From an optimization exercise on the open Yosys and OpenROAD flow, aimed at small area, a short achievable clock period and few clock cycles; shortcuts taken in it are not production practice.
Only simulation tests tie the RTL to the original design; equivalence was not proved.
Power figures rest on the tool's default switching activity, not on a simulated workload.

the baseline:
// job_record_list_insert_search_delete
module job_record_list_insert_search_delete #(
    parameter int unsigned DEPTH = jrl_pkg::DEPTH_DEF
) (
    input  logic          i_clk,
    input  logic          i_rst_n,
    input  logic          start,
    input  logic [110:0]  i_req,
    output logic          busy,
    output logic          o_done,
    output logic [110:0]  o_rsp
);
    localparam int unsigned AW   = (DEPTH > 1) ? $clog2(DEPTH) : 1;
    localparam int unsigned CW   = $clog2(DEPTH + 1);
    localparam int unsigned DW   = 96;
    logic               r1_v;
    logic [1:0]         r1_cmd;
    logic [DEPTH-1:0]   r1_from;     
    logic [7:0]         r1_job_id;
    logic [DW-1:0]      r1_data;
    logic [DEPTH-1:0]   r1_aoa;      
    logic               r1_badpos;   
    logic               r1_full;     
    logic               r1_ins;      
    logic               r1_srch;     
    logic               r1_del;      
    logic [DEPTH-1:0]   r1_we;       
    logic [7:0]         r_id  [0:DEPTH-1];
    logic [AW-1:0]      r_map [0:DEPTH-1];
    logic [CW-1:0]      r_count;
    logic [DEPTH-1:0]   r_live;      
    logic [DEPTH-1:0]   r_fr0;       
    logic [DEPTH-1:0]   r_fr1;       
    logic               r2_v;
    logic [1:0]         r2_status;
    logic               r2_hit;
    logic [DEPTH-1:0]   r2_sel;      
    logic [7:0]         r2_job_id;
    logic               r3_v;
    jrl_pkg::t_rsp      r3_rsp;
    logic [DW-1:0]      rdata;
    logic [DEPTH-1:0]   rsel;
    logic               is_srch;
    logic               is_del;
    logic               ins_do;
    logic               del_do;
    logic [DEPTH-1:0]   ins_from;
    logic [DEPTH-1:0]   ins_at;
    logic [DEPTH-1:0]   map_up;
    logic [DEPTH-1:0]   at_or_after;
    logic [DEPTH-1:0]   first;
    logic               found;
    logic [AW-1:0]      found_slot;
    logic [DEPTH-1:0]   found_oh;
    logic [AW-1:0]      free_slot;
    logic [AW-1:0]      slot2;
    logic [1:0]         status;
    logic [DEPTH:0]     live_ext;    
    logic [DEPTH-1:0]   at_count;    
    logic [DEPTH-1:0]   eq_now;
  ...
For scale: roughly 4,900 cells after synthesis, roughly 2,100 flip-flops, roughly 230 I/O pins, roughly 77,000 µm² of cells after synthesis.
Settings: LEC_CHECK=0, CAP_MARGIN=20, CORE_MARGIN=2, CORE_UTILIZATION=72, CTS_CLUSTER_DIAMETER=100, CTS_CLUSTER_SIZE=26, SETUP_SLACK_MARGIN=3.5, SLEW_MARGIN=20; clock period 6.0 ns.
standard.sh (not shown) runs the stock make flow with config.mk's settings and CLKGATE_MAP_FILE= SYNTH_SCRIPT=/design/flow/synth_recipe.tcl, a recipe that flattens the netlist after the stock synthesis.
==> flow/flow/run.sh <==
#!/bin/bash
# The standard layout (the standard.sh, synthesis included, unchanged),
# except that the port buffers it inserts are buf_2 cells rather than the
# delay cells buffer_ports picks by default. Every port still gets its buffer.
# make's output goes to standard.log; each ORFS step keeps its own log under
# orfs/logs/.
set -euo pipefail
export BUFFER_PORTS_ARGS="-buffer_cell sky130_fd_sc_hd__buf_2"
bash standard.sh > standard.log 2>&1
The baseline: full flow OK, the timing, DRC and antenna checks passed
Testbench counts of the baseline, summed over its fixed seeds: cycles 4,824.
#### Input delta (the candidate over the baseline)
--- a/flow/design.v
+++ b/flow/design.v
@@ -106,19 +106,19 @@
     logic [7:0]         r_id  [0:DEPTH-1];
     logic [AW-1:0]      r_map [0:DEPTH-1];
     logic [CW-1:0]      r_count;
     logic [DEPTH-1:0]   r_live;      
     logic [DEPTH-1:0]   r_fr0;       
     logic [DEPTH-1:0]   r_fr1;       
     logic               r2_v;
     logic [1:0]         r2_status;
     logic               r2_hit;
-    logic [DEPTH-1:0]   r2_sel;      
+    logic [AW-1:0]      r2_slot;
     logic [7:0]         r2_job_id;
     logic               r3_v;
     jrl_pkg::t_rsp      r3_rsp;
     logic [DW-1:0]      rdata;
     logic [DEPTH-1:0]   rsel;
     logic               is_srch;
     logic               is_del;
     logic               ins_do;
     logic               del_do;
@@ -375,22 +375,26 @@
         if (!i_rst_n) begin
             r2_v <= 1'b0;
         end else begin
             r2_v <= r1_v;
         end
     end
     always_ff @(posedge i_clk) begin
         r2_status <= status;
         r2_hit    <= is_srch && found;
-        r2_sel    <= (is_srch && found) ? found_oh : '0;
+        r2_slot   <= found_slot;
         r2_job_id <= r1_job_id;
     end
-    assign rsel = r2_sel;
+    always_comb begin
+        for (int j = 0; j < DEPTH; j++) begin
+            rsel[j] = r2_hit && (r2_slot == AW'(j));
+        end
+    end
     always_ff @(posedge i_clk) begin
         if (!i_rst_n) begin
             r3_v <= 1'b0;
         end else begin
             r3_v <= r2_v;
         end
     end
     always_ff @(posedge i_clk) begin
         r3_rsp.status <= r2_status;
Results
Compared to the baseline, the candidate has sequential cell area fraction in the yosys report 0.44 points lower.
~same area after synthesis in the candidate and the baseline
The candidate vs. the baseline: flip-flop and latch count went down by 0.58%.
Number of buffers other than clock buffers in the final layout delta for the candidate relative to the baseline: 4.4% higher
The candidate against the baseline: flip-flop and latch area has decreased, synthesized cell count has remained practically unchanged, share of total power in the clock network has increased, total length of routed wires has increased.
For the baseline, the kind of critical path was reg2reg, unlike the candidate, where it was in2reg.
For die footprint, the candidate and the baseline come out practically identical.
Looking at clock power, the candidate sits about 0.8% above the baseline.
Testbench counts of the candidate, summed over its fixed seeds: cycles 4,824.

## separate check: timing with driven ports
No port has a modelled driver above. Below, the same layouts with a new extraction and two added sets of constraints. Step 1, drivers: a clkbuf_16 drives i_clk and a buf_2 each remaining input, both assumed. Step 2 times the ports against the registers' clock, not the clock port: input delays grow and output delays shrink by t, the midpoint of the rising clock arrivals with the driver on. Three values: no drivers, after step 1, after step 2; two values: the first two.
| run | t, ns | slack for setup (ns) | worst setup path after step 2 | worst register clock-pin slew, ns |
|---|---|---|---|---|
| the baseline | 0.803 | 3.436 / 3.431 / 2.636 | input to register | 0.12 / 0.12 |
| the candidate | 0.804 | 3.512 / 3.444 / 2.641 | input to register | 0.11 / 0.11 |
After both steps setup and hold are still met in every run listed. For the candidate, which loses most, drivers alone change the setup slack by -0.068 ns; drivers and shift together by -0.871 ns.
